Background: an optimization exercise with open tools, aiming at a short achievable clock period and few clock cycles per item. Do not read the settings as production practice.
Function was checked by simulation only, so behaviour that the tests miss may differ from the original.
Power is estimated from default activity; no workload was simulated.

**flow/run.sh**
```bash
#!/bin/bash
# synth_recipe.tcl (not shown) runs the flow's synth.tcl, then flattens the netlist and writes it again
# the make line also repeats each setting of config.mk as NAME=value (left out here)
make -C /OpenROAD-flow-scripts/flow DESIGN_CONFIG=/design/flow/config.mk WORK_HOME=/design/flow/orfs CLKGATE_MAP_FILE= SYNTH_SCRIPT=/design/flow/synth_recipe.tcl finish
```
**flow/config.mk**
```make
export PLATFORM = sky130hd
export DESIGN_NAME = rv_core
export DESIGN_NICKNAME = rv_core
export VERILOG_FILES = /design/flow/design.v
export SDC_FILE = /design/flow/constraint.sdc
export NUM_CORES = 4
export LEC_CHECK = 0
export CAP_MARGIN = 20
export CORE_MARGIN = 2
export CORE_UTILIZATION = 25
export PLACE_DENSITY = 0.35
export SLEW_MARGIN = 20
```
**flow/constraint.sdc**
```tcl
create_clock -name core_clock -period 12.0 [get_ports {clk}]
set_input_delay 2.4000 -clock core_clock [delete_from_list [all_inputs] [get_ports {clk}]]
set_output_delay 2.4000 -clock core_clock [all_outputs]
set_load 0.01 [all_outputs]
```
**flow/design.v**
```verilog
package rv_pkg;
    localparam int xlen = 32;
    localparam int dmem_words = 64;
    typedef logic [xlen-1:0] word_t;           
    typedef logic [4:0] reg_addr_t;
    typedef logic [6:0] opcode_t;
    typedef logic [3:0] alu_ctrl_t;
    typedef logic [2:0] imm_sel_t;
    typedef logic [1:0] result_sel_t;
    typedef logic [1:0] pc_sel_t;
    typedef logic [1:0] alu_op_t;              
    typedef logic [$clog2(dmem_words)-1:0] dmem_addr_t;
    localparam opcode_t op_load   = 7'b0000011;
    localparam opcode_t op_store  = 7'b0100011;
    localparam opcode_t op_reg    = 7'b0110011;
    localparam opcode_t op_branch = 7'b1100011;
    localparam opcode_t op_imm    = 7'b0010011;
    localparam opcode_t op_jal    = 7'b1101111;
    localparam opcode_t op_jalr   = 7'b1100111;
    localparam opcode_t op_lui    = 7'b0110111;
    localparam alu_ctrl_t alu_add  = 4'd0;
    localparam alu_ctrl_t alu_sub  = 4'd1;
    localparam alu_ctrl_t alu_and  = 4'd2;
    localparam alu_ctrl_t alu_or   = 4'd3;
    localparam alu_ctrl_t alu_slt  = 4'd4;
    localparam alu_ctrl_t alu_xor  = 4'd5;
    localparam alu_ctrl_t alu_sltu = 4'd6;
    localparam alu_ctrl_t alu_sll  = 4'd7;
    localparam alu_ctrl_t alu_srl  = 4'd8;
    localparam alu_ctrl_t alu_sra  = 4'd9;
    localparam alu_op_t aluop_add    = 2'd0;
    localparam alu_op_t aluop_sub    = 2'd1;
    localparam alu_op_t aluop_func   = 2'd2;   
    localparam alu_op_t aluop_branch = 2'd3;
    localparam imm_sel_t imm_i = 3'd0;
    localparam imm_sel_t imm_s = 3'd1;
    localparam imm_sel_t imm_b = 3'd2;
    localparam imm_sel_t imm_j = 3'd3;
    localparam imm_sel_t imm_u = 3'd4;
    localparam result_sel_t res_alu = 2'd0;
    localparam result_sel_t res_mem = 2'd1;
    localparam result_sel_t res_pc4 = 2'd2;
    localparam result_sel_t res_imm = 2'd3;
    localparam pc_sel_t pc_plus4  = 2'd0;
    localparam pc_sel_t pc_branch = 2'd1;      
    localparam pc_sel_t pc_jalr   = 2'd2;      
endpackage
`timescale 1ns/1ps
module rv_controller (
    input  rv_pkg::opcode_t     opcode,
    input  logic [2:0]          funct3,
    input  logic [6:0]          funct7,
    input  logic                alu_zero,
    output logic                alu_src,
    output logic                memwrite,
    output logic                regwrite,
    output rv_pkg::alu_ctrl_t   alu_control,
    output rv_pkg::pc_sel_t     pc_src,
    output rv_pkg::imm_sel_t    imm_sel,
    output rv_pkg::result_sel_t result_src
);
    rv_pkg::alu_op_t alu_op;
    logic            is_reg;
    logic            alt_funct;    
    assign is_reg    = (opcode == rv_pkg::op_reg);
    assign alt_funct = (funct7 == 7'b0100000);
    always_comb begin
        alu_src    = 1'b0;
        memwrite   = 1'b0;
        regwrite   = 1'b0;
        imm_sel    = rv_pkg::imm_i;
        result_src = rv_pkg::res_alu;
        pc_src     = rv_pkg::pc_plus4;
        alu_op     = rv_pkg::aluop_add;
        case (opcode)
            rv_pkg::op_load: begin
                regwrite   = 1'b1;
                alu_src    = 1'b1;                  
                result_src = rv_pkg::res_mem;
            end
            rv_pkg::op_store: begin
                imm_sel  = rv_pkg::imm_s;
                alu_src  = 1'b1;
                memwrite = 1'b1;
            end
            rv_pkg::op_reg: begin
                regwrite = 1'b1;
                alu_op   = rv_pkg::aluop_func;
            end
            rv_pkg::op_imm: begin
                regwrite = 1'b1;
                alu_src  = 1'b1;
                alu_op   = rv_pkg::aluop_func;
            end
            rv_pkg::op_branch: begin
                imm_sel = rv_pkg::imm_b;
                alu_op  = rv_pkg::aluop_branch;
                case (funct3)
                    3'b000:         pc_src = alu_zero ? rv_pkg::pc_branch : rv_pkg::pc_plus4;
                    3'b001:         pc_src = alu_zero ? rv_pkg::pc_plus4 : rv_pkg::pc_branch;
                    3'b100, 3'b110: pc_src = alu_zero ? rv_pkg::pc_plus4 : rv_pkg::pc_branch;
                    3'b101, 3'b111: pc_src = alu_zero ? rv_pkg::pc_branch : rv_pkg::pc_plus4;
                    default:        pc_src = rv_pkg::pc_plus4;
                endcase
            end
            rv_pkg::op_jal: begin
                regwrite   = 1'b1;
                imm_sel    = rv_pkg::imm_j;
                result_src = rv_pkg::res_pc4;
                pc_src     = rv_pkg::pc_branch;
            end
            rv_pkg::op_jalr: begin
                regwrite   = 1'b1;
                result_src = rv_pkg::res_pc4;
                pc_src     = rv_pkg::pc_jalr;
            end
            rv_pkg::op_lui: begin
                regwrite   = 1'b1;
                imm_sel    = rv_pkg::imm_u;
                result_src = rv_pkg::res_imm;
            end
            default: ;                              
        endcase
    end
    always_comb begin
        alu_control = rv_pkg::alu_add;
        case (alu_op)
            rv_pkg::aluop_add: alu_control = rv_pkg::alu_add;
            rv_pkg::aluop_sub: alu_control = rv_pkg::alu_sub;
            rv_pkg::aluop_func: begin
                case (funct3)
                    3'b000: alu_control = (is_reg && alt_funct) ? rv_pkg::alu_sub
                                                                : rv_pkg::alu_add;
                    3'b001: alu_control = rv_pkg::alu_sll;
                    3'b010: alu_control = rv_pkg::alu_slt;
                    3'b011: alu_control = rv_pkg::alu_sltu;
                    3'b100: alu_control = rv_pkg::alu_xor;
                    3'b101: alu_control = alt_funct ? rv_pkg::alu_sra : rv_pkg::alu_srl;
                    3'b110: alu_control = rv_pkg::alu_or;
                    default: alu_control = rv_pkg::alu_and;
                endcase
            end
            default: begin
                case (funct3)
                    3'b100, 3'b101: alu_control = rv_pkg::alu_slt;    
                    3'b110, 3'b111: alu_control = rv_pkg::alu_sltu;   
                    default:        alu_control = rv_pkg::alu_xor;    
                endcase
            end
        endcase
    end
endmodule
`timescale 1ns/1ps
module rv_imm_gen (
    input  rv_pkg::word_t    instr,
    input  rv_pkg::imm_sel_t imm_sel,
    output rv_pkg::word_t    imm
);
    logic sign;
    assign sign = instr[31];
    always_comb begin
        case (imm_sel)
            rv_pkg::imm_i: imm = {{20{sign}}, instr[31:20]};
            rv_pkg::imm_s: imm = {{20{sign}}, instr[31:25], instr[11:7]};
            rv_pkg::imm_b: imm = {{19{sign}}, sign, instr[7], instr[30:25],
                                  instr[11:8], 1'b0};
            rv_pkg::imm_j: imm = {{11{sign}}, sign, instr[19:12], instr[20],
                                  instr[30:21], 1'b0};
            rv_pkg::imm_u: imm = {instr[31:12], 12'b0};      
            default:       imm = '0;
        endcase
    end
endmodule
`timescale 1ns/1ps
module rv_regfile (
    input  logic              clk,
    input  logic              reset,
    input  rv_pkg::reg_addr_t rs1,
    input  rv_pkg::reg_addr_t rs2,
    input  rv_pkg::reg_addr_t rd,
    input  logic              we,
    input  rv_pkg::word_t     wdata,
    output rv_pkg::word_t     rdata1,
    output rv_pkg::word_t     rdata2
);
    rv_pkg::word_t regs [32];
    always_ff @(posedge clk) begin
        if (reset) begin
            for (int i = 0; i < 32; i++) begin
                regs[i] <= '0;
            end
        end else if (we && (rd != 5'd0)) begin    
            regs[rd] <= wdata;
        end
    end
    assign rdata1 = regs[rs1];
    assign rdata2 = regs[rs2];
endmodule
`timescale 1ns/1ps
module rv_alu (
    input  rv_pkg::word_t     a,
    input  rv_pkg::word_t     b,
    input  rv_pkg::alu_ctrl_t alu_control,
    output rv_pkg::word_t     result,
    output logic              zero
);
    logic [4:0] shamt;
    logic       lt_signed;
    logic       lt_unsigned;
    assign shamt       = b[4:0];
    assign lt_signed   = ($signed(a) < $signed(b));
    assign lt_unsigned = (a < b);
    always_comb begin
        case (alu_control)
            rv_pkg::alu_add:  result = a + b;
            rv_pkg::alu_sub:  result = a - b;
            rv_pkg::alu_and:  result = a & b;
            rv_pkg::alu_or:   result = a | b;
            rv_pkg::alu_xor:  result = a ^ b;
            rv_pkg::alu_slt:  result = {31'b0, lt_signed};
            rv_pkg::alu_sltu: result = {31'b0, lt_unsigned};
            rv_pkg::alu_sll:  result = a << shamt;
            rv_pkg::alu_srl:  result = a >> shamt;
            rv_pkg::alu_sra:  result = $unsigned($signed(a) >>> shamt);   
            default:          result = '0;
        endcase
    end
    assign zero = (result == '0);
endmodule
`timescale 1ns/1ps
module rv_data_mem (
    input  logic               clk,
    input  logic               reset,
    input  rv_pkg::dmem_addr_t addr,
    input  logic               we,
    input  rv_pkg::word_t      wdata,
    output rv_pkg::word_t      rdata
);
    rv_pkg::word_t mem [rv_pkg::dmem_words];
    always_ff @(posedge clk) begin
        if (reset) begin
            for (int i = 0; i < rv_pkg::dmem_words; i++) begin
                mem[i] <= '0;
            end
        end else if (we) begin
            mem[addr] <= wdata;                   
        end
    end
    assign rdata = mem[addr];                     
endmodule
`timescale 1ns/1ps
module rv_result_select (
    input  rv_pkg::result_sel_t result_src,
    input  rv_pkg::pc_sel_t     pc_src,
    input  rv_pkg::word_t       pc,
    input  rv_pkg::word_t       imm,
    input  rv_pkg::word_t       alu_result,
    input  rv_pkg::word_t       mem_rdata,
    input  rv_pkg::word_t       rs1_data,
    output rv_pkg::word_t       wdata,
    output rv_pkg::word_t       next_pc
);
    rv_pkg::word_t pc_plus4;
    rv_pkg::word_t jalr_target;
    assign pc_plus4    = pc + 32'd4;
    assign jalr_target = (rs1_data + imm) & ~32'd1;    
    always_comb begin
        case (result_src)
            rv_pkg::res_alu: wdata = alu_result;
            rv_pkg::res_mem: wdata = mem_rdata;
            rv_pkg::res_pc4: wdata = pc_plus4;     
            default:         wdata = imm;
        endcase
    end
    always_comb begin
        case (pc_src)
            rv_pkg::pc_branch: next_pc = pc + imm;
            rv_pkg::pc_jalr:   next_pc = jalr_target;
            default:           next_pc = pc_plus4;
        endcase
    end
endmodule
`timescale 1ns/1ps
module rv_core (
    input  logic              clk,
    input  logic              reset,
    input  logic              instr_valid,
    input  rv_pkg::word_t     instr,
    output logic              instr_ready,
    output logic              res_valid,
    output rv_pkg::word_t     res_pc,
    output rv_pkg::reg_addr_t res_rd,
    output logic              res_we,
    output rv_pkg::word_t     res_data,
    output rv_pkg::word_t     res_next_pc,
    input  logic              res_ready
);
    rv_pkg::word_t       pc_q;
    logic                accept;
    rv_pkg::opcode_t     opcode;
    rv_pkg::reg_addr_t   rd;
    rv_pkg::reg_addr_t   rs1;
    rv_pkg::reg_addr_t   rs2;
    logic [2:0]          funct3;
    logic [6:0]          funct7;
    logic                alu_src;
    logic                memwrite;
    logic                regwrite;
    rv_pkg::alu_ctrl_t   alu_control;
    rv_pkg::pc_sel_t     pc_src;
    rv_pkg::imm_sel_t    imm_sel;
    rv_pkg::result_sel_t result_src;
    rv_pkg::word_t       imm;
    rv_pkg::word_t       rs1_data;
    rv_pkg::word_t       rs2_data;
    rv_pkg::word_t       alu_b;
    rv_pkg::word_t       alu_result;
    logic                alu_zero;
    rv_pkg::word_t       mem_rdata;
    rv_pkg::word_t       wdata;
    rv_pkg::word_t       next_pc;
    assign opcode = instr[6:0];
    assign rd     = instr[11:7];
    assign funct3 = instr[14:12];
    assign rs1    = instr[19:15];
    assign rs2    = instr[24:20];
    assign funct7 = instr[31:25];
    assign instr_ready = !res_valid || res_ready;
    assign accept      = instr_valid && instr_ready;
    rv_controller u_ctrl (
        .opcode(opcode), .funct3(funct3), .funct7(funct7), .alu_zero(alu_zero),
        .alu_src(alu_src), .memwrite(memwrite), .regwrite(regwrite),
        .alu_control(alu_control), .pc_src(pc_src), .imm_sel(imm_sel),
        .result_src(result_src)
    );
    rv_imm_gen u_imm (.instr(instr), .imm_sel(imm_sel), .imm(imm));
    rv_regfile u_rf (
        .clk(clk), .reset(reset), .rs1(rs1), .rs2(rs2), .rd(rd),
        .we(regwrite && accept), .wdata(wdata), .rdata1(rs1_data), .rdata2(rs2_data)
    );
    assign alu_b = alu_src ? imm : rs2_data;
    rv_alu u_alu (
        .a(rs1_data), .b(alu_b), .alu_control(alu_control),
        .result(alu_result), .zero(alu_zero)
    );
    rv_data_mem u_dmem (
        .clk(clk), .reset(reset), .addr(alu_result[7:2]),    
        .we(memwrite && accept), .wdata(rs2_data), .rdata(mem_rdata)
    );
    rv_result_select u_sel (
        .result_src(result_src), .pc_src(pc_src), .pc(pc_q), .imm(imm),
        .alu_result(alu_result), .mem_rdata(mem_rdata), .rs1_data(rs1_data),
        .wdata(wdata), .next_pc(next_pc)
    );
    always_ff @(posedge clk) begin
        if (reset) begin
            pc_q      <= '0;
            res_valid <= 1'b0;
        end else if (accept) begin
            pc_q      <= next_pc;
            res_valid <= 1'b1;
        end else if (res_ready) begin
            res_valid <= 1'b0;                    
        end
    end
    always_ff @(posedge clk) begin
        if (accept) begin
            res_pc      <= pc_q;
            res_rd      <= rd;
            res_we      <= regwrite;
            res_data    <= wdata;
            res_next_pc <= next_pc;
        end
    end
endmodule
```
==> results of run 1 <==
[layer usage]
metal	global-route usage [%]	vias up	part of all wire, %
li1	-	52600	-
met1	40.1	70400	44
met2	41.9	6909	43
met3	5.28	1214	8.3
met4	9.72	16	4.2
met5	0	-	0.012
[worst min-delay path by stage]
stage,startpoint,end,slack [ns]
2_1_floorplan,pc_q[24],res_pc[24],0.46
3_3_place_gp,pc_q[2],pc_q[2],0.52
3_5_place_dp,pc_q[2],pc_q[2],0.49
4_1_cts,pc_q[2],pc_q[2],0.50
5_1_grt,pc_q[2],pc_q[2],0.53
6_report,pc_q[2],pc_q[2],0.50
[kinds of logic (layout without fill, tap and decap cells)]
group / after synthesis / after routing / synth area share, %
fa+ha+maj: 165 / 165 / 1.28
xor+xnor: 104 / 104 / 0.557
mux: 1196 / 1196 / 10.8
other cells: 1 / 52 / 0.00229
compound gates: 2590 / 2590 / 11.2
simple gates: 5040 / 5040 / 13.3
flops: 3207 / 3207 / 58.7
buf+inv: 1540 / 2161 / 4.08
[Yosys cell counts, drive strengths merged, types with 27 or more instances]
cell | count | area, µm²
a211o | 51 | 447
inv | 166 | 623
nand4 | 61 | 394
o31ai | 54 | 420
nor2b | 174 | 1090
buf | 514 | 2810
nor2 | 3075 | 11800
clkbuf | 857 | 3220
o32ai | 46 | 410
mux2 | 160 | 1800
o21a | 39 | 293
dfxtp | 33 | 661
a221o | 29 | 290
a22o | 67 | 587
or3 | 57 | 357
mux2i | 601 | 6020
xor2 | 29 | 254
xnor2 | 75 | 657
a21boi | 35 | 263
o22a | 41 | 359
a22oi | 240 | 1800
o22ai | 211 | 1330
nand2 | 633 | 2380
o221ai | 132 | 1160
nand2b | 115 | 719
a2111oi | 27 | 257
a221oi | 62 | 556
a31oi | 135 | 857
o21ai | 311 | 1560
nand3 | 447 | 2260
a211oi | 210 | 1590
nor4 | 36 | 225
edfxtp | 3174 | 95300
and3 | 90 | 563
mux4 | 435 | 9800
a21o | 74 | 563
and2 | 50 | 313
a21oi | 470 | 2350
o211ai | 70 | 536
ha | 161 | 2010
nor3 | 236 | 1200
[stage by stage]
| step | instance area, µm² | hold slack [ns] | std cells | worst slack, ns |
|---|---|---|---|---|
| after global routing | 195000 | 0.527 | 23100 | 0.745 |
| after floorplan | 164000 | 0.458 | 13900 | 0.905 |
| after global placement | 183000 | 0.515 | 22400 | -0.00415 |
| final | 195000 | 0.496 | 23200 | 0.804 |
| after detailed placement | 183000 | 0.487 | 22400 | 0.0894 |
| after CTS | 195000 | 0.500 | 23100 | 1.14 |
[cell type report]
type	count	area (µm²)	area share (%)
clock inverters	209	1710	0.875
flip-flops and latches	3207	96000	49.1
diodes	20	50.0	0.0256
well taps	8642	10800	5.54
multi-input cells	9127	62900	32.2
repair buffers	1293	13000	6.64
inverters	169	644	0.330
clock buffers	490	10300	5.26
[flip-flops by register name (all words and copies together) (netlist names)]
name / cells
res_next_pc: 32
res_we: 1
pc_q: 32
res_pc: 32
res_valid: 1
res_data: 32
u_rf.regs: 1024
u_dmem.mem: 2048
res_rd: 5
[power by group]
group          total [µW]  switching (µW)  leakage (µW)  internal (µW)
combinational       15300           11000        0.0311           4240
clock               11700            5240       0.00584           6460
sequential          12900             176        0.0330          12700
total               39800           16400        0.0699          23400
[critical path, delay by kind of cell]
kind / cells / cell delay (ns)
XOR/XNOR: 1 / 0.30
buffers and inverters: 4 / 1.68
AND/OR/NAND/NOR: 8 / 3.01
adder cells (fa/ha/maj): 2 / 1.17
AO/OA/AOI/OAI: 12 / 3.35
multiplexers: 1 / 0.15
==> results.json, run 1 <==
{
  "status": "complete, no violations",
  "cts.clk_slew.worst_paths_ns": 0.06,
  "ios": 140,
  "timing.rr.start": "u_rf.regs[30][2]",
  "path_common_cell": "nand3_1",
  "fill_cells": 66300,
  "drtIter0Drc": 18800,
  "netlist_instances": 13800,
  "hp-class": "register to register",
  "wl_per_cell_um": 41.2,
  "dp_hpwl_um": 637000,
  "layout_min_cycle_time_ns": 11.20,
  "core_area_mm2": 0.650,
  "rsz0062_at_grt": "false",
  "max_slew.worst_pin.slew_ns": 1.25,
  "grt_use_total_pct": 27.9,
  "setup_viol": 0,
  "grt_pass1_wl_um": 1250000,
  "viasPerCell": 5.66,
  "die_h_um": 813,
  "drc_errors": 0,
  "start_kind": "primary input",
  "worstHoldPathCells": 2,
  "syn2layout_area_growth_pct": 19.5,
  "cts_root_buf": "clkbuf_16",
  "p_leak_uw": 0.0699,
  "post_cts_buffers": 0,
  "numPortBuffers": 139,
  "fin_nets": 14400,
  "r2r_slack_ns": 2.93,
  "holdBufCountCts": 0,
  "ys_warn_count": 7,
  "maxCapViolCount": 0,
  "ys.flop_type": "edfxtp_1",
  "fin_skew_ns": 0.0840,
  "max_stage_delay_ns": 0.89,
  "crit_fanout": 22,
  "cts_resized": 0,
  "yosysSeqAreaShare_pct": 58.7,
  "slew_headroom_pct": 16.4,
  "cts_buffers": 389,
  "syn_area_mm2": 0.163,
  "start_util_pct": 25.1,
  "rr_worst_depth": 26,
  "grt_overflow_total": 0,
  "required_ns": 12.97,
  "power.total_uw": 39800,
  "drt_wl_total_um": 955000,
  "row_count": 296,
  "cts.path.max_buffers": 4,
  "final.setup.tns_ns": 0,
  "critPathLaunch": "instr[19]",
  "critical-path-slowest-cell": "ha_1",
  "drive_gt1_share_pct": 19.0,
  "layout_common_cells": "3174 x edfxtp_1, 3027 x nor2_1, 926 x buf_4",
  "cts_tree": "done",
  "grt_pass1_vias": 124000,
  "critPathCapture": "pc_q[31]",
  "critPathKind": "primary input to register",
  "powerDensity_mw_per_mm2": 204,
  "htreeDepth": 5,
  "syn_area_per_cell_um2": 11.8,
  "r2r_end": "pc_q[31]",
  "die_w_um": 813,
  "die-area_mm2": 0.660,
  "synthArstFlopShare_pct": 0,
  "vdd_drop_max_v": 0.000158,
  "insertion_delay_ns": 1.08,
  "yosysUniqueCellTypes": 117,
  "dr_total_vias": 131000,
  "fin_util_pct": 30.0,
  "grt_max_degree": 69,
  "final_common_cell": "edfxtp_1",
  "ant_nets": 0,
  "cp_data_arrival_time_ns": 12.17,
  "place_congestion": 0.952,
  "yosys_register_bits": 3207,
  "antenna_found_initial": 87,
  "cp-end-kind": "register",
  "synth-edff-count": 3174,
  "hold_violations": 0,
  "slew_viol_final": 0,
  "firstDrtPassIters": 6,
  "period_share_pct": 93.3,
  "cts_num_sinks": 3207,
  "fmax_ghz": 0.0893
}
Testbench counts, summed over its fixed seeds: cycles 32,008, items 32,000.
==> inputs of run 2 (changes only) <==
--- a/flow/design.v
+++ b/flow/design.v
@@ -297,79 +297,236 @@
 );
-    rv_pkg::word_t       pc_q;
-    logic                accept;
-    rv_pkg::opcode_t     opcode;
-    rv_pkg::reg_addr_t   rd;
-    rv_pkg::reg_addr_t   rs1;
-    rv_pkg::reg_addr_t   rs2;
-    logic [2:0]          funct3;
-    logic [6:0]          funct7;
-    logic                alu_src;
-    logic                memwrite;
-    logic                regwrite;
-    rv_pkg::alu_ctrl_t   alu_control;
-    rv_pkg::pc_sel_t     pc_src;
-    rv_pkg::imm_sel_t    imm_sel;
-    rv_pkg::result_sel_t result_src;
-    rv_pkg::word_t       imm;
-    rv_pkg::word_t       rs1_data;
-    rv_pkg::word_t       rs2_data;
-    rv_pkg::word_t       alu_b;
-    rv_pkg::word_t       alu_result;
-    logic                alu_zero;
-    rv_pkg::word_t       mem_rdata;
-    rv_pkg::word_t       wdata;
-    rv_pkg::word_t       next_pc;
-    assign opcode = instr[6:0];
-    assign rd     = instr[11:7];
-    assign funct3 = instr[14:12];
-    assign rs1    = instr[19:15];
-    assign rs2    = instr[24:20];
-    assign funct7 = instr[31:25];
-    assign instr_ready = !res_valid || res_ready;
-    assign accept      = instr_valid && instr_ready;
-    rv_controller u_ctrl (
-        .opcode(opcode), .funct3(funct3), .funct7(funct7), .alu_zero(alu_zero),
-        .alu_src(alu_src), .memwrite(memwrite), .regwrite(regwrite),
-        .alu_control(alu_control), .pc_src(pc_src), .imm_sel(imm_sel),
-        .result_src(result_src)
-    );
-    rv_imm_gen u_imm (.instr(instr), .imm_sel(imm_sel), .imm(imm));
-    rv_regfile u_rf (
-        .clk(clk), .reset(reset), .rs1(rs1), .rs2(rs2), .rd(rd),
-        .we(regwrite && accept), .wdata(wdata), .rdata1(rs1_data), .rdata2(rs2_data)
-    );
-    assign alu_b = alu_src ? imm : rs2_data;
-    rv_alu u_alu (
-        .a(rs1_data), .b(alu_b), .alu_control(alu_control),
-        .result(alu_result), .zero(alu_zero)
-    );
-    rv_data_mem u_dmem (
-        .clk(clk), .reset(reset), .addr(alu_result[7:2]),    
-        .we(memwrite && accept), .wdata(rs2_data), .rdata(mem_rdata)
-    );
-    rv_result_select u_sel (
-        .result_src(result_src), .pc_src(pc_src), .pc(pc_q), .imm(imm),
-        .alu_result(alu_result), .mem_rdata(mem_rdata), .rs1_data(rs1_data),
-        .wdata(wdata), .next_pc(next_pc)
-    );
+    localparam int FD  = 4;           
+    localparam int CAP = FD + 1;      
+    logic       rst_q;                
+    logic       ready_q;
+    logic [3:0] inflight_q;
+    logic       accept;
+    logic       take;
+    logic [3:0] inflight_d;
+    assign instr_ready = ready_q;
+    assign accept      = instr_valid && ready_q;
+    assign take        = res_valid && res_ready;
+    assign inflight_d  = inflight_q + {3'b0, accept} - {3'b0, take};
     always_ff @(posedge clk) begin
+        rst_q <= reset;
         if (reset) begin
-            pc_q      <= '0;
-            res_valid <= 1'b0;
-        end else if (accept) begin
-            pc_q      <= next_pc;
-            res_valid <= 1'b1;
-        end else if (res_ready) begin
-            res_valid <= 1'b0;                    
+            inflight_q <= '0;
+            ready_q    <= 1'b1;
+        end else begin
+            inflight_q <= inflight_d;
+            ready_q    <= (inflight_d < 4'(CAP));
         end
     end
+    logic        iv;
+    logic [31:0] iq;
+    always_ff @(posedge clk) begin
+        iq <= instr;
+        if (reset) iv <= 1'b0;
+        else       iv <= accept;
+    end
+    logic [31:1][31:0] regs;          
+    logic [63:0][31:0] mem;
+    logic [31:0]       pc_q;          
+    logic        ev;
+    logic [31:0] e_a, e_b, e_alub, e_imm;
+    logic        e_bypa, e_bypb, e_bypb_alu;
+    logic [4:0]  e_rd;
+    logic        e_writes, e_wen, e_store, e_load;
+    logic        e_sub, e_sra;
+    logic        s_sum, s_sll, s_sr, s_slt, s_sltu, s_xor, s_or, s_and, s_mem, s_link, s_imm;
+    logic        t_eq, t_ne, t_lt, t_ge, t_ltu, t_geu;
+    logic        e_jal, e_jalr;
+    logic        wv;
+    logic        w_we, w_wen;
+    logic [4:0]  w_rd;
+    logic [31:0] w_res, w_pc, w_next;
+    logic [6:0] d_op;
+    logic [4:0] d_rd, d_rs1, d_rs2;
+    logic [2:0] d_f3;
+    logic       d_alt;
+    logic       d_is_op, d_is_opimm, d_is_load, d_is_store, d_is_br, d_is_jal, d_is_jalr, d_is_lui;
+    logic       d_writes, d_alusrc;
+    logic [31:0] d_immi, d_imms, d_immb, d_immj, d_immu, d_imm;
+    logic [31:0] d_ra, d_rb;
+    assign d_op  = iq[6:0];
+    assign d_rd  = iq[11:7];
+    assign d_f3  = iq[14:12];
+    assign d_rs1 = iq[19:15];
+    assign d_rs2 = iq[24:20];
+    assign d_alt = (iq[31:25] == 7'b0100000);
+    assign d_is_op    = (d_op == 7'b0110011);
+    assign d_is_opimm = (d_op == 7'b0010011);
+    assign d_is_load  = (d_op == 7'b0000011);
+    assign d_is_store = (d_op == 7'b0100011);
+    assign d_is_br    = (d_op == 7'b1100011);
+    assign d_is_jal   = (d_op == 7'b1101111);
+    assign d_is_jalr  = (d_op == 7'b1100111);
+    assign d_is_lui   = (d_op == 7'b0110111);
+    assign d_writes = d_is_op | d_is_opimm | d_is_load | d_is_jal | d_is_jalr | d_is_lui;
+    assign d_alusrc = d_is_opimm | d_is_jalr;
+    assign d_immi = {{20{iq[31]}}, iq[31:20]};
+    assign d_imms = {{20{iq[31]}}, iq[31:25], iq[11:7]};
+    assign d_immb = {{20{iq[31]}}, iq[7], iq[30:25], iq[11:8], 1'b0};
+    assign d_immj = {{12{iq[31]}}, iq[19:12], iq[20], iq[30:21], 1'b0};
+    assign d_immu = {iq[31:12], 12'b0};
+    always_comb begin
+        if (d_is_store)    d_imm = d_imms;
+        else if (d_is_br)  d_imm = d_immb;
+        else if (d_is_jal) d_imm = d_immj;
+        else if (d_is_lui) d_imm = d_immu;
+        else               d_imm = d_immi;
+    end
+    always_comb begin
+        if (wv && w_wen && (w_rd == d_rs1)) d_ra = w_res;
+        else if (d_rs1 == 5'd0)             d_ra = '0;
+        else                                d_ra = regs[d_rs1];
+        if (wv && w_wen && (w_rd == d_rs2)) d_rb = w_res;
+        else if (d_rs2 == 5'd0)             d_rb = '0;
+        else                                d_rb = regs[d_rs2];
+    end
+    logic d_bypa, d_bypb;
+    assign d_bypa = ev && e_wen && (e_rd == d_rs1);
+    assign d_bypb = ev && e_wen && (e_rd == d_rs2);
+    logic d_opf;     
+    assign d_opf = d_is_op | d_is_opimm;
     always_ff @(posedge clk) begin
-        if (accept) begin
-            res_pc      <= pc_q;
-            res_rd      <= rd;
-            res_we      <= regwrite;
-            res_data    <= wdata;
-            res_next_pc <= next_pc;
+        if (reset) ev <= 1'b0;
+        else       ev <= iv;
+        e_a        <= d_ra;
+        e_b        <= d_rb;
+        e_alub     <= d_alusrc ? d_immi : d_rb;
+        e_imm      <= d_imm;
+        e_bypa     <= d_bypa;
+        e_bypb     <= d_bypb;
+        e_bypb_alu <= d_bypb && !d_alusrc;
+        e_rd       <= d_rd;
+        e_writes   <= d_writes;
+        e_wen      <= d_writes && (d_rd != 5'd0);
+        e_store    <= d_is_store;
+        e_load     <= d_is_load;
+        e_jal      <= d_is_jal;
+        e_jalr     <= d_is_jalr;
+        e_sub      <= d_is_op && (d_f3 == 3'd0) && d_alt;
+        e_sra      <= d_alt;
+        s_sum      <= d_opf && (d_f3 == 3'd0);
+        s_sll      <= d_opf && (d_f3 == 3'd1);
+        s_slt      <= d_opf && (d_f3 == 3'd2);
+        s_sltu     <= d_opf && (d_f3 == 3'd3);
+        s_xor      <= d_opf && (d_f3 == 3'd4);
+        s_sr       <= d_opf && (d_f3 == 3'd5);
+        s_or       <= d_opf && (d_f3 == 3'd6);
+        s_and      <= d_opf && (d_f3 == 3'd7);
+        s_mem      <= d_is_load;
+        s_link     <= d_is_jal || d_is_jalr;
+        s_imm      <= d_is_lui;
+        t_eq       <= d_is_br && (d_f3 == 3'd0);
+        t_ne       <= d_is_br && (d_f3 == 3'd1);
+        t_lt       <= d_is_br && (d_f3 == 3'd4);
+        t_ge       <= d_is_br && (d_f3 == 3'd5);
+        t_ltu      <= d_is_br && (d_f3 == 3'd6);
+        t_geu      <= d_is_br && (d_f3 == 3'd7);
+    end
+    logic [31:0] a, alub, bval;
+    assign a    = e_bypa     ? w_res : e_a;
+    assign alub = e_bypb_alu ? w_res : e_alub;
+    assign bval = e_bypb     ? w_res : e_b;
+    logic [31:0] sum, sll_r, sr_r;
+    logic        eq, lt, ltu;
+    assign sum   = e_sub ? (a - alub) : (a + alub);
+    assign sll_r = a << alub[4:0];
+    assign sr_r  = 32'($signed({e_sra & a[31], a}) >>> alub[4:0]);
+    assign eq    = (a == alub);
+    assign lt    = ($signed(a) < $signed(alub));
+    assign ltu   = (a < alub);
+    logic [7:0]  maddr_full;
+    logic [5:0]  maddr;
+    logic [31:0] mrd;
+    assign maddr_full = a[7:0] + e_imm[7:0];
+    assign maddr      = maddr_full[7:2];
+    assign mrd        = mem[maddr];
+    logic [31:0] pc4, pcimm;
+    assign pc4   = pc_q + 32'd4;
+    assign pcimm = pc_q + e_imm;
+    logic [31:0] result;
+    assign result = ({32{s_sum}}  & sum)
+                  | ({32{s_sll}}  & sll_r)
+                  | ({32{s_sr}}   & sr_r)
+                  | ({32{s_slt}}  & {31'b0, lt})
+                  | ({32{s_sltu}} & {31'b0, ltu})
+                  | ({32{s_xor}}  & (a ^ alub))
+                  | ({32{s_or}}   & (a | alub))
+                  | ({32{s_and}}  & (a & alub))
+                  | ({32{s_mem}}  & mrd)
+                  | ({32{s_link}} & pc4)
+                  | ({32{s_imm}}  & e_imm);
+    logic taken;
+    assign taken = (t_eq & eq) | (t_ne & ~eq) | (t_lt & lt) | (t_ge & ~lt)
+                 | (t_ltu & ltu) | (t_geu & ~ltu);
+    logic [31:0] next_pc;
+    always_comb begin
+        if (e_jal || taken) next_pc = pcimm;
+        else if (e_jalr)    next_pc = {sum[31:1], 1'b0};
+        else                next_pc = pc4;
+    end
+    always_ff @(posedge clk) begin
+        if (reset) wv <= 1'b0;
+        else       wv <= ev;
+        w_we   <= e_writes;
+        w_wen  <= e_wen;
+        w_rd   <= e_rd;
+        w_res  <= result;
+        w_pc   <= pc_q;
+        w_next <= next_pc;
+        if (rst_q)   pc_q <= '0;
+        else if (ev) pc_q <= next_pc;
+    end
+    always_ff @(posedge clk) begin
+        for (int i = 0; i < 64; i++) begin
+            if (rst_q)                                  mem[i] <= '0;
+            else if (ev && e_store && (maddr == 6'(i))) mem[i] <= bval;
+        end
+    end
+    always_ff @(posedge clk) begin
+        for (int i = 1; i < 32; i++) begin
+            if (rst_q)                                     regs[i] <= '0;
+            else if (wv && w_wen && (w_rd == 5'(i)))       regs[i] <= w_res;
+        end
+    end
+    localparam int RW = 102;
+    logic [RW-1:0]      w_rec;
+    logic [RW-1:0]      out_q;
+    logic [FD-1:0][RW-1:0] fifo;
+    logic [RW-1:0]      fifo_head;
+    logic [1:0]         rp, wp;
+    logic [2:0]         fc;
+    logic               out_free;
+    logic               fpush;
+    assign w_rec     = {w_pc, w_rd, w_we, w_res, w_next};
+    assign out_free  = !res_valid || res_ready;
+    assign fifo_head = fifo[rp];
+    assign fpush     = wv && !(out_free && (fc == 3'd0));
+    always_ff @(posedge clk) begin
+        for (int i = 0; i < FD; i++) begin
+            if (fpush && (wp == 2'(i))) fifo[i] <= w_rec;
+        end
+        if (out_free) out_q <= (fc != 3'd0) ? fifo_head : w_rec;
+    end
+    always_ff @(posedge clk) begin
+        if (reset) begin
+            res_valid <= 1'b0;
+            rp <= '0;
+            wp <= '0;
+            fc <= '0;
+        end else begin
+            if (out_free) res_valid <= (fc != 3'd0) || wv;
+            if (fpush) wp <= wp + 2'd1;
+            if (out_free && (fc != 3'd0)) rp <= rp + 2'd1;
+            fc <= fc + {2'b0, fpush} - {2'b0, out_free && (fc != 3'd0)};
         end
     end
+    assign res_pc      = out_q[101:70];
+    assign res_rd      = out_q[69:65];
+    assign res_we      = out_q[64];
+    assign res_data    = out_q[63:32];
+    assign res_next_pc = out_q[31:0];
 endmodule
==> run 2 against run 1 <==
Final cell count up 16%; non-clock buffer count down 695; first-iteration DRC count fell by 30%; sequential cell count grew 687; setup slack gained 4.2 ns; critical path type is now register to register.
==> results.json, run 2 <==
{
  "core_area_mm2": 0.690,
  "antenna_found_initial": 46,
  "yosys_register_bits": 3894,
  "synth-edff-count": 510,
  "crit_buf_inv": 5,
  "cts.path.max_buffers": 4,
  "dr_total_vias": 141000,
  "powerDensity_mw_per_mm2": 174,
  "grt_max_degree": 190,
  "cp_data_arrival_time_ns": 8.01,
  "grt_pass1_wl_um": 1130000,
  "grt_overflow_total": 0,
  "p_leak_uw": 0.0622,
  "critPathLaunch": "w_res[1]",
  "synth_area_leaders": "dfxtp_1 39%, a211oi_1 9.0%, edfxtp_1 8.8%",
  "slew_viol_final": 0,
  "final.setup.tns_ns": 0,
  "netlist_instances": 18000,
  "min_from": "e_writes",
  "start_kind": "register",
  "reg.largest.list": "mem x2048, regs x992, fifo x408",
  "post_cts_buffers": 0,
  "whs_ns": 0.325,
  "grt_use_total_pct": 22.2,
  "yosysSeqAreaShare_pct": 47.9,
  "grt_pass1_vias": 136000,
  "insertion_delay_ns": 1.08,
  "cts_num_sinks": 3894,
  "ios": 140,
  "cp_top_family": "buffers and inverters",
  "cts_resized": 0,
  "numPortBuffers": 139,
  "row_count": 305,
  "layout_min_cycle_time_ns": 7.01,
  "layout_common_cells": "3339 x dfxtp_1, 2399 x nor2_1, 2359 x nand2_1",
  "drive_gt1_share_pct": 13.1,
  "required_ns": 13.00,
  "drt_wl_total_um": 809000,
  "holdBufCountCts": 0,
  "status": "complete, no violations",
  "cts_tree": "done",
  "setup_viol": 0,
  "syn_area_mm2": 0.173,
  "final_common_cell": "dfxtp_1",
  "fmax_ghz": 0.143,
  "rsz0062_at_grt": "false",
  "cts.clk_slew.worst_paths_ns": 0.07,
  "synth_area_leader_cell": "dfxtp_1",
  "cp.depth": 16,
  "dp_hpwl_um": 486000,
  "vdd_drop_max_v": 0.000141,
  "ys.flop_type": "dfxtp_1",
  "wl_per_cell_um": 30.2,
  "hold_violations": 0,
  "dpl_cell_area_mm2": 0.184,
  "ys_warn_count": 1,
  "period_share_pct": 58.4,
  "yosysUniqueCellTypes": 95,
  "syn_area_per_cell_um2": 9.62,
  "htreeDepth": 5,
  "maxCapViolCount": 0,
  "fin_ws_ns": 4.99,
  "hp-class": "register to register",
  "max_stage_delay_ns": 0.95,
  "viasPerCell": 5.25,
  "critical-path-slowest-cell": "nor4_1",
  "largest_register_ffs": 2048,
  "place_congestion": 0.935,
  "cts_buffers": 465,
  "die-area_mm2": 0.700,
  "regMostFlops": "mem",
  "path_cells": "buf_4, mux2i_1, inv_1, ha_1, and2_1, a21oi_4, mux2i_1, o22a_4, buf_12, buf_12, o221ai_1, a22oi_1, a21oi_1, buf_4, nor4_1, a211o_1",
  "drc_errors": 0,
  "slew_headroom_pct": 13.1,
  "timing.rr.start": "w_res[1]",
  "syn2layout_area_growth_pct": 14.8,
  "worstHoldPathCells": 0,
  "firstDrtPassIters": 6,
  "synthArstFlopShare_pct": 0,
  "fin_skew_ns": 0.0733,
  "ant_nets": 0,
  "crit_fanout": 94,
  "drtIter0Drc": 13100,
  "fin_nets": 17300,
  "synth_common_cells": "3384 x dfxtp_1, 2429 x nor2_1, 2385 x nand2_1",
  "cts_root_buf": "clkbuf_16",
  "synth.most_common_cell": "dfxtp_1",
  "synth_top_area_share_pct": 39.1,
  "cp-end-kind": "register",
  "rr_worst_depth": 16,
  "max_slew.worst_pin.slew_ns": 1.30,
  "critPathKind": "register to register",
  "start_util_pct": 25.1,
  "die_w_um": 837,
  "die_h_um": 837,
  "stdcell_area_mm2": 0.199,
  "dp_slack_ns": 5.09
}
## run 2: changes by cell type after synthesis, moves of 511 or more
cell / previous run / this run
nor2_1: 3043 / 2429
nand2_1: 632 / 2385
clkbuf_1: 856 / 1367
a211oi_1: 207 / 2075
dfxtp_1: 33 / 3384
a21oi_1: 470 / 1314
edfxtp_1: 3174 / 510
## run 2: power breakdown
group | switching [µW] | total, µW | internal [µW]
Sequential | 264 | 13800 | 13600
Clock | 6070 | 14400 | 8350
Combinational | 4120 | 6320 | 2200
Total | 10500 | 34600 | 24100
## run 2: worst reg2reg max path: cells and delay by family (launching register included)
family	cells	cell delay, ns
and+or+nand+nor	2	1.16
adders and majority gates	1	0.33
muxes	2	0.78
DFF	1	0.32
AOI/OAI and AO/OA	6	1.90
buffers and inverters	5	2.45
## run 2: area by class of cell
cell class | instances | area [µm²]
diodes | 16 | 40.0
clock buffers | 729 | 14000
clock inverters | 120 | 1340
fillers | 71900 | 491000
inverters | 126 | 473
multi-input cells | 12100 | 83300
flip-flops and latches | 3894 | 83100
well taps | 9210 | 11500
repair buffers | 598 | 5280
## run 2: through the flow
stage          cells  util, %  total power, µW
6_report       26800     28.8            34600
5_1_grt        26700     28.8            35800
4_1_cts        26700     28.8            35000
3_5_place_dp   25900     26.6            20500
3_3_place_gp   25900     26.6            20500
2_1_floorplan  18000        -            17600
## run 2: worst paths after layout
path / slack (ns) / endpoint
setup / recovery: 4.99 / w_res[8]
hold / removal: 0.32 / w_we
setup reg to reg: 4.99 / w_res[8]
hold reg to reg: 0.32 / w_we
## run 2: per-layer routing
layer | GRT usage, % | vias to the layer above | share of wire, %
met1 | 31.2 | 71400 | 46
met5 | 0 | - | 0.0061
li1 | - | 64400 | -
met4 | 6.74 | 8 | 3.4
met2 | 35.8 | 3830 | 46
met3 | 2.44 | 969 | 4.5
## run 2: logic make-up after synthesis
| kind of cell | Yosys count | synth area share (%) |
|---|---|---|
| buf+inv | 2063 | 4.91 |
| compound gates | 5433 | 22.1 |
| mux | 1081 | 11.1 |
| flops | 3894 | 47.9 |
| xor+xnor | 129 | 0.652 |
| simple gates | 5259 | 12.2 |
| fa+ha+maj | 156 | 1.15 |
Testbench counts of run 2, summed over its fixed seeds: cycles 32,032, items 32,000.
==> inputs of run 3 (changes only) <==
--- a/flow/config.mk
+++ b/flow/config.mk
@@ -9,4 +9,4 @@
 export CORE_MARGIN = 2
-export CORE_UTILIZATION = 25
-export PLACE_DENSITY = 0.35
+export CORE_UTILIZATION = 55
+export PLACE_DENSITY = 0.65
 export SLEW_MARGIN = 20
==> run 3 against run 2 <==
Still clean on timing, DRC and antenna; routed wire length is 21% lower; total power is 4.8% lower; hold slack better by 0.055 ns; sequential share of layout area is 1.9 points higher; first-iteration DRC count is 53% higher; non-clock buffer count is 90 lower; combinational power is 4.9% lower; critical path depth is 1 lower; clock skew is 0.00081 ns higher; final cell count is 19% lower; global-route usage is 17 points higher; final area is 4.4% lower; critical path type unchanged; largest cell class is now flip-flops and latches; highest routed layer unchanged.
==> results.json, run 3 <==
{
  "status": "complete, no violations",
  "yosysSeqAreaShare_pct": 47.9,
  "grt_overflow_total": 0,
  "syn_area_mm2": 0.173,
  "yosys_register_bits": 3894,
  "r2r_end": "w_res[10]",
  "final.setup.tns_ns": 0,
  "whs_endpoint": "w_rd[1]",
  "ios": 140,
  "syn2layout_area_growth_pct": 9.77,
  "rr_worst_depth": 15,
  "cts_resized": 0,
  "r2r_slack_ns": 5.04,
  "die-area_mm2": 0.320,
  "reg.largest.list": "mem x2048, regs x992, fifo x408",
  "timing.rr.start": "e_bypa",
  "cts_tree": "done",
  "rsz0062_at_grt": "false",
  "vdd_drop_max_v": 0.000193,
  "hp-class": "register to register",
  "viasPerCell": 6.68,
  "max_slew.worst_pin.slew_ns": 1.29,
  "crit_fanout": 74,
  "fill_cells": 26600,
  "firstDrtPassIters": 9,
  "syn_area_per_cell_um2": 9.62,
  "drive_gt1_share_pct": 12.2,
  "power_switching_uw": 9640,
  "worstHoldPathCells": 0,
  "ys.flop_type": "dfxtp_1",
  "numPortBuffers": 139,
  "critPathKind": "register to register",
  "power_frac_clock_pct": 39.7,
  "htreeDepth": 5,
  "cts_root_buf": "clkbuf_16",
  "slew_viol_final": 0,
  "row_count": 206,
  "drtIter0Drc": 20000,
  "wl_per_cell_um": 29.8,
  "hold_violations": 0,
  "ys_warn_count": 1,
  "antenna_found_initial": 43,
  "synth_common_cells": "3384 x dfxtp_1, 2429 x nor2_1, 2385 x nand2_1",
  "grt_pass1_wl_um": 927000,
  "seqPwrFrac_pct": 42.0,
  "fin_skew_ns": 0.0742,
  "cp_data_arrival_time_ns": 7.88,
  "maxCapViolCount": 0,
  "synth_top_area_share_pct": 39.1,
  "fin_ws_ns": 5.04,
  "fmax_ghz": 0.144,
  "slew_headroom_pct": 14.1,
  "dp_hpwl_um": 379000,
  "ant_nets": 0,
  "switching_share_pct": 29.3,
  "holdBufCountCts": 0,
  "dr_total_vias": 144000,
  "synth-edff-count": 510,
  "start_kind": "register",
  "layout_min_cycle_time_ns": 6.96,
  "synth_area_leaders": "dfxtp_1 39%, a211oi_1 9.0%, edfxtp_1 8.8%",
  "cts_buffers": 406,
  "insertion_delay_ns": 1.03,
  "grt_max_degree": 243,
  "combinationalPowerShare_pct": 18.3,
  "post_cts_buffers": 0,
  "layout_common_cells": "3339 x dfxtp_1, 2399 x nor2_1, 2370 x nand2_1",
  "core_area_mm2": 0.314,
  "dp.cells": 20700,
  "intPower_uw": 23200,
  "cp-end-kind": "register",
  "synth_area_leader_cell": "dfxtp_1",
  "yosysUniqueCellTypes": 95,
  "die_h_um": 565,
  "dp_slack_ns": 5.36,
  "grt_pass1_vias": 132000,
  "powerDensity_mw_per_mm2": 173,
  "netlist_instances": 18000,
  "drt_wl_total_um": 642000,
  "cts.clk_slew.worst_paths_ns": 0.07,
  "grt_use_total_pct": 38.9,
  "drc_errors": 0,
  "setup_viol": 0,
  "final_common_cell": "dfxtp_1",
  "min_from": "e_rd[1]",
  "power.total_uw": 32900,
  "start_util_pct": 55.2,
  "required_ns": 12.92,
  "synth.most_common_cell": "dfxtp_1",
  "p_leak_uw": 0.0609,
  "regMostFlops": "mem",
  "synthArstFlopShare_pct": 0,
  "instances_no_fill": 21600,
  "fin_nets": 17200,
  "place_congestion": 1.08,
  "cts_num_sinks": 3894,
  "die_w_um": 565,
  "period_share_pct": 58.0,
  "cts.path.max_buffers": 4,
  "largest_register_ffs": 2048
}
run 3: changes by cell type in the layout (fill, tap and decap cells not counted), sizes merged:
cell and change:
buf -90, diode +51, inv +5, clkinv +33
bufinv +15, clkinvlp +2, clkbuf -157
run 3: worst max-delay path by stage:
stage               startpoint   endpoint  cells past startpoint
finish                  e_bypa  w_res[10]                     15
global route            e_bypa  w_res[31]                     15
CTS                     e_bypa  w_res[31]                     15
detailed placement      e_bypa  w_res[31]                     15
global placement        e_bypa   w_res[0]                     15
floorplan            res_ready    fifo[0]                      4
run 3: cell families after synthesis:
family          after synthesis  share of synthesized area, %
compound gates             5433                          22.1
simple gates               5259                          12.2
flops                      3894                          47.9
buf+inv                    2063                          4.91
mux                        1081                          11.1
fa+ha+maj                   156                          1.15
xor+xnor                    129                         0.652
run 3: per-stage QoR:
step / instance area, µm² / hold slack [ns] / util (%)
finish: 190000 / 0.380 / 60.6
global route: 190000 / 0.407 / 60.6
CTS: 190000 / 0.392 / 60.5
detailed placement: 176000 / 0.388 / 56.1
global placement: 176000 / 0.391 / 56.1
floorplan: 173000 / 0.310 / -
run 3: worst max-delay path: stages, from the launching register on:
cell       delay, ns
dfxtp_2         0.31
buf_4           0.54
mux2i_1         0.46
inv_1           0.26
ha_1            0.32
and2_1          0.18
a21oi_4         0.23
mux2i_1         0.41
mux2_8          0.66
buf_4           0.58
buf_4           0.65
o221ai_1        0.23
a22o_1          0.28
a221oi_1        0.96
o2111ai_1       0.42
o221ai_1        0.27
run 3: power by group through the flow:
stage / sequential [µW] / clock [µW] / combinational (µW)
detailed placement: 14100 / 0 / 5840
CTS: 13800 / 13100 / 5860
finish: 13800 / 13100 / 6010
floorplan: 14000 / 0 / 3530
global route: 13800 / 13700 / 6230
global placement: 14100 / 0 / 5840
run 3: cell type report:
class                      instances  area, µm²  share of cell area [%]
antenna                           67        168                  0.0881
clock buffer                     572      11700                    6.16
clock inverter                   175       2040                    1.07
inverter                         126        473                   0.249
multi-input combinational      12100      83000                    43.6
sequential                      3894      83100                    43.7
tap                             4160       5200                    2.73
timing repair buffer             508       4530                    2.38
run 3: routing by layer:
layer  vias up  GRT usage [%]  routed length, µm
met2      8242           56.7             274000
li1      64000              -                  -
met1     70100           53.7             259000
met3      1527           9.32              72400
met5         -              0                120
met4        20           19.9              36200
==> inputs of run 4 (changes only) <==
--- a/flow/design.v
+++ b/flow/design.v
@@ -502,3 +502,3 @@
     logic               out_free;
-    logic               fpush;
+    logic               out_load;
     assign w_rec     = {w_pc, w_rd, w_we, w_res, w_next};
@@ -506,6 +506,6 @@
     assign fifo_head = fifo[rp];
-    assign fpush     = wv && !(out_free && (fc == 3'd0));
+    assign out_load  = out_free && ((fc != 3'd0) || wv);
     always_ff @(posedge clk) begin
         for (int i = 0; i < FD; i++) begin
-            if (fpush && (wp == 2'(i))) fifo[i] <= w_rec;
+            if (wv && (wp == 2'(i))) fifo[i] <= w_rec;
         end
@@ -521,5 +521,5 @@
             if (out_free) res_valid <= (fc != 3'd0) || wv;
-            if (fpush) wp <= wp + 2'd1;
-            if (out_free && (fc != 3'd0)) rp <= rp + 2'd1;
-            fc <= fc + {2'b0, fpush} - {2'b0, out_free && (fc != 3'd0)};
+            if (wv) wp <= wp + 2'd1;
+            if (out_load) rp <= rp + 2'd1;
+            fc <= fc + {2'b0, wv} - {2'b0, out_load};
         end
==> flow/flow/run.sh (new file) <==
#!/bin/bash
# Standard ORFS layout, with timing repair aiming at a setup slack margin
# well beyond the (loose) clock period so the resizer works the real paths.
set -euo pipefail
MARGIN=${MARGIN:-7.5}
bash standard.sh SETUP_SLACK_MARGIN=$MARGIN finish > orfs_make.log 2>&1
==> flow/standard.sh (new file) <==
#!/bin/bash
# synth_recipe.tcl (not shown) runs the flow's synth.tcl, then flattens the netlist and writes it again
# the make line also repeats each setting of config.mk as NAME=value (left out here)
make -C /OpenROAD-flow-scripts/flow DESIGN_CONFIG=/design/flow/config.mk WORK_HOME=/design/flow/orfs CLKGATE_MAP_FILE= SYNTH_SCRIPT=/design/flow/synth_recipe.tcl "${@:-finish}"
--- a/flow/config.mk
+++ b/flow/config.mk
@@ -9,4 +9,4 @@
 export CORE_MARGIN = 2
-export CORE_UTILIZATION = 55
-export PLACE_DENSITY = 0.65
+export CORE_UTILIZATION = 45
+export PLACE_DENSITY = 0.6
 export SLEW_MARGIN = 20
removed: flow/run.sh
==> run 4 against run 3 <==
Still clean; die area rose by 22%; sequential share of layout area decreased by 1.8 points; final area grew 4.3%; count of clock-buffer cells in the layout up 24; clock skew rose by 0.042 ns; clock power about the same; routed wire length rose by 12%; largest power group unchanged.
==> results.json, run 4 <==
{
  "grt_overflow_total": 0,
  "critPathLaunch": "w_res[0]",
  "drc_errors": 0,
  "synth_common_cells": "3384 x dfxtp_1, 2463 x nor2_1, 2378 x nand2_1",
  "synth_top_area_share_pct": 39.2,
  "syn_area_per_cell_um2": 9.60,
  "dr_total_vias": 147000,
  "hold_violations": 0,
  "cts_root_buf": "clkbuf_16",
  "yosysUniqueCellTypes": 91,
  "fin_skew_ns": 0.116,
  "wl_per_cell_um": 31.8,
  "netlist_instances": 18000,
  "grt_pass1_vias": 134000,
  "insertion_delay_ns": 1.07,
  "synth_area_leaders": "dfxtp_1 39%, a211oi_1 9.2%, edfxtp_1 8.9%",
  "use_met1_pct": 47.6,
  "gr-usage-met2_pct": 51.3,
  "grt_pass1_wl_um": 1010000,
  "layout_min_cycle_time_ns": 4.69,
  "numPortBuffers": 139,
  "place_congestion": 1.04,
  "start_kind": "register",
  "path_cells": "buf_12, buf_4, mux2i_4, buf_4, inv_4, ha_1, fa_2, a21o_1, a221oi_2, buf_4, o21ai_4, mux2i_1, xor2_1, a21oi_1, mux2_2, nor2_1, nor3_1",
  "synth_area_leader_cell": "dfxtp_1",
  "top_usage_layer": "met2",
  "max_stage_delay_ns": 0.78,
  "use_met3_pct": 7.97,
  "status": "complete, no violations",
  "ant_nets": 0,
  "r2r_slack_ns": 7.31,
  "firstDrtPassIters": 6,
  "ys.flop_type": "dfxtp_1",
  "reg.largest.list": "mem x2048, regs x992, fifo x408",
  "maxCapViolCount": 0,
  "drt_wl_total_um": 721000,
  "final_common_cell": "dfxtp_1",
  "row_count": 227,
  "period_share_pct": 39.1,
  "layout_common_cells": "3340 x dfxtp_1, 2381 x nor2_1, 2350 x nand2_1",
  "slew_viol_final": 0,
  "holdBufCountCts": 0,
  "htreeDepth": 5,
  "setup_viol": 0,
  "die-area_mm2": 0.389,
  "fin_nets": 17400,
  "multiInputGateArea_mm2": 0.0852,
  "powerDensity_mw_per_mm2": 170,
  "fmax_ghz": 0.213,
  "final.setup.tns_ns": 0,
  "synth.most_common_cell": "dfxtp_1",
  "ios": 140,
  "yosysSeqAreaShare_pct": 48.1,
  "ys_warn_count": 1,
  "core_area_mm2": 0.382,
  "critical-path-slowest-cell": "xor2_1",
  "rr_worst_depth": 17,
  "cts.path.max_buffers": 4,
  "die_w_um": 623,
  "cts_buffers": 410,
  "cts.clk_slew.worst_paths_ns": 0.06,
  "drtIter0Drc": 20000,
  "largest_register_ffs": 2048,
  "critPathKind": "register to register",
  "crit_fanout": 6,
  "cp_data_arrival_time_ns": 5.51,
  "r2r_end": "pc_q[8]",
  "regMostFlops": "mem",
  "regArea_mm2": 0.0832,
  "max_slew.worst_pin.slew_ns": 1.27,
  "drive_gt1_share_pct": 15.1,
  "die_h_um": 623,
  "critPathCapture": "pc_q[8]",
  "timing.rr.start": "w_res[0]",
  "synthArstFlopShare_pct": 0,
  "dpl_cell_area_mm2": 0.177,
  "cp-end-kind": "register",
  "syn2layout_area_growth_pct": 15.0,
  "rsz0062_at_grt": "true",
  "p_leak_uw": 0.0638,
  "hp-class": "register to register",
  "syn_area_mm2": 0.173,
  "start_util_pct": 45.2,
  "viasPerCell": 6.49,
  "required_ns": 12.81,
  "path_common_cell": "buf_4",
  "slew_headroom_pct": 15.5,
  "grt_use_total_pct": 35.2,
  "grt_max_degree": 225,
  "cts_num_sinks": 3894,
  "synth-edff-count": 510,
  "dp_hpwl_um": 407000,
  "yosys_register_bits": 3894,
  "antenna_found_initial": 61,
  "cts_tree": "done",
  "fill_cells": 34200,
  "vdd_drop_max_v": 0.000226,
  "stdcell_area_mm2": 0.199
}
run 4: changes by cell type after synthesis, moves of 19 or more:
cell / change
a211oi_1: +29
buf_1: -30
buf_2: -42
clkbuf_1: +70
nor2_1: +34
nor2_4: -19
nor2b_1: +19
nor3_1: +30
o211ai_1: -33
run 4: per-stage QoR:
step	total power (µW)	std cells	hold slack [ns]	setup slack [ns]	util (%)
3_5_place_dp	19800	21600	0.382	5.13	46.4
5_1_grt	34500	22600	0.363	7.36	51.9
3_3_place_gp	19800	21600	0.376	4.88	46.4
2_1_floorplan	17400	18000	0.310	7.53	-
6_report	33700	22700	0.338	7.31	52.0
4_1_cts	33400	22500	0.362	7.43	51.3
run 4: logic make-up after synthesis:
| kind of cell | after synthesis | share of synthesized area [%] |
|---|---|---|
| simple gates | 5261 | 12.0 |
| compound gates | 5418 | 22.2 |
| buf+inv | 2050 | 4.83 |
| xor+xnor | 131 | 0.669 |
| mux | 1062 | 11.1 |
| fa+ha+maj | 156 | 1.15 |
| flops | 3894 | 48.1 |
run 4: metal layers:
metal,wire (µm),share of wire (%)
met1,287000,40
met2,303000,42
met3,78700,11
met4,52000,7.2
met5,176,0.024
run 4: final cells by class:
| cell class | instances | area share, % |
|---|---|---|
| diodes | 60 | 0.0756 |
| clock buffers | 596 | 6.03 |
| clock inverters | 163 | 1.01 |
| inverters | 121 | 0.238 |
| multi-input cells | 12000 | 42.9 |
| flip-flops and latches | 3894 | 41.9 |
| well taps | 5038 | 3.18 |
| repair buffers | 753 | 4.70 |
run 4: worst min path at each step:
stage,from,to,slack (ns),depth (start not counted)
finish,e_rd[0],w_rd[0],0.34,0
global route,e_rd[0],w_rd[0],0.36,0
CTS,e_rd[0],w_rd[0],0.36,0
detailed placement,e_rd[0],w_rd[0],0.38,0
global placement,e_rd[0],w_rd[0],0.38,0
floorplan,e_writes,w_we,0.31,0
run 4: power breakdown:
group	total [µW]	switching (µW)	internal, µW
clock	13300	5590	7690
sequential	13800	280	13500
combinational	6630	4080	2550
run 4: repair_timing:
item / CTS / global route
gates cloned: 50 / 21
hold endpoints to repair: 0 / 0
resized for setup: 556 / 259
pin swaps: 43 / 39
setup buffers: 98 / 82
endpoints found under the setup margin: 2225 / 1838
run 4: worst max-delay path: cells and delay by family, from the launching register on:
family / cells / cell delay (ns)
adder cells (fa/ha/maj): 2 / 0.64
flip-flops: 1 / 0.41
buffers and inverters: 5 / 0.75
XOR/XNOR: 1 / 0.78
multiplexers: 3 / 0.87
AO/OA/AOI/OAI: 4 / 0.88
AND/OR/NAND/NOR: 2 / 0.14
Testbench counts of run 4, summed over its fixed seeds: cycles 32,032, items 32,000.

-- what the ideal ports hide --
The flow's constraints put no driver on any port. The routed layouts listed below were extracted and timed again, unchanged, in two steps. Step 1, drivers: a clkbuf_16 drives clk and a buf_2 each remaining input, both assumed. Step 2 adds t to the input delays and takes it off the output delays; t is the mean of the earliest and latest rising clock arrival at the registers after step 1. Input paths then give back, and output paths get back, about the clock's delay inside the block. a / b / c = ideal ports / drivers / drivers and shift; a / b = the first two.
| run | t, ns | setup WS [ns] | worst setup path at the end | clock arrival spread, ns |
|---|---|---|---|---|
| run 1 | 1.161 | 0.804 / 0.852 / -0.309 | input to register | 0.085 / 0.085 |
| run 2 | 1.177 | 4.989 / 4.989 / 4.989 | register to register | 0.086 / 0.085 |
| run 3 | 1.079 | 5.039 / 5.039 / 5.039 | register to register | 0.080 / 0.080 |
| run 4 | 1.120 | 7.307 / 7.307 / 7.282 | input to register | 0.124 / 0.124 |
With both steps, setup timing fails in run 1, where it was met with ideal ports. The setup slack of run 1, which loses most, moves by +0.048 ns with the drivers and by -1.113 ns with both steps.
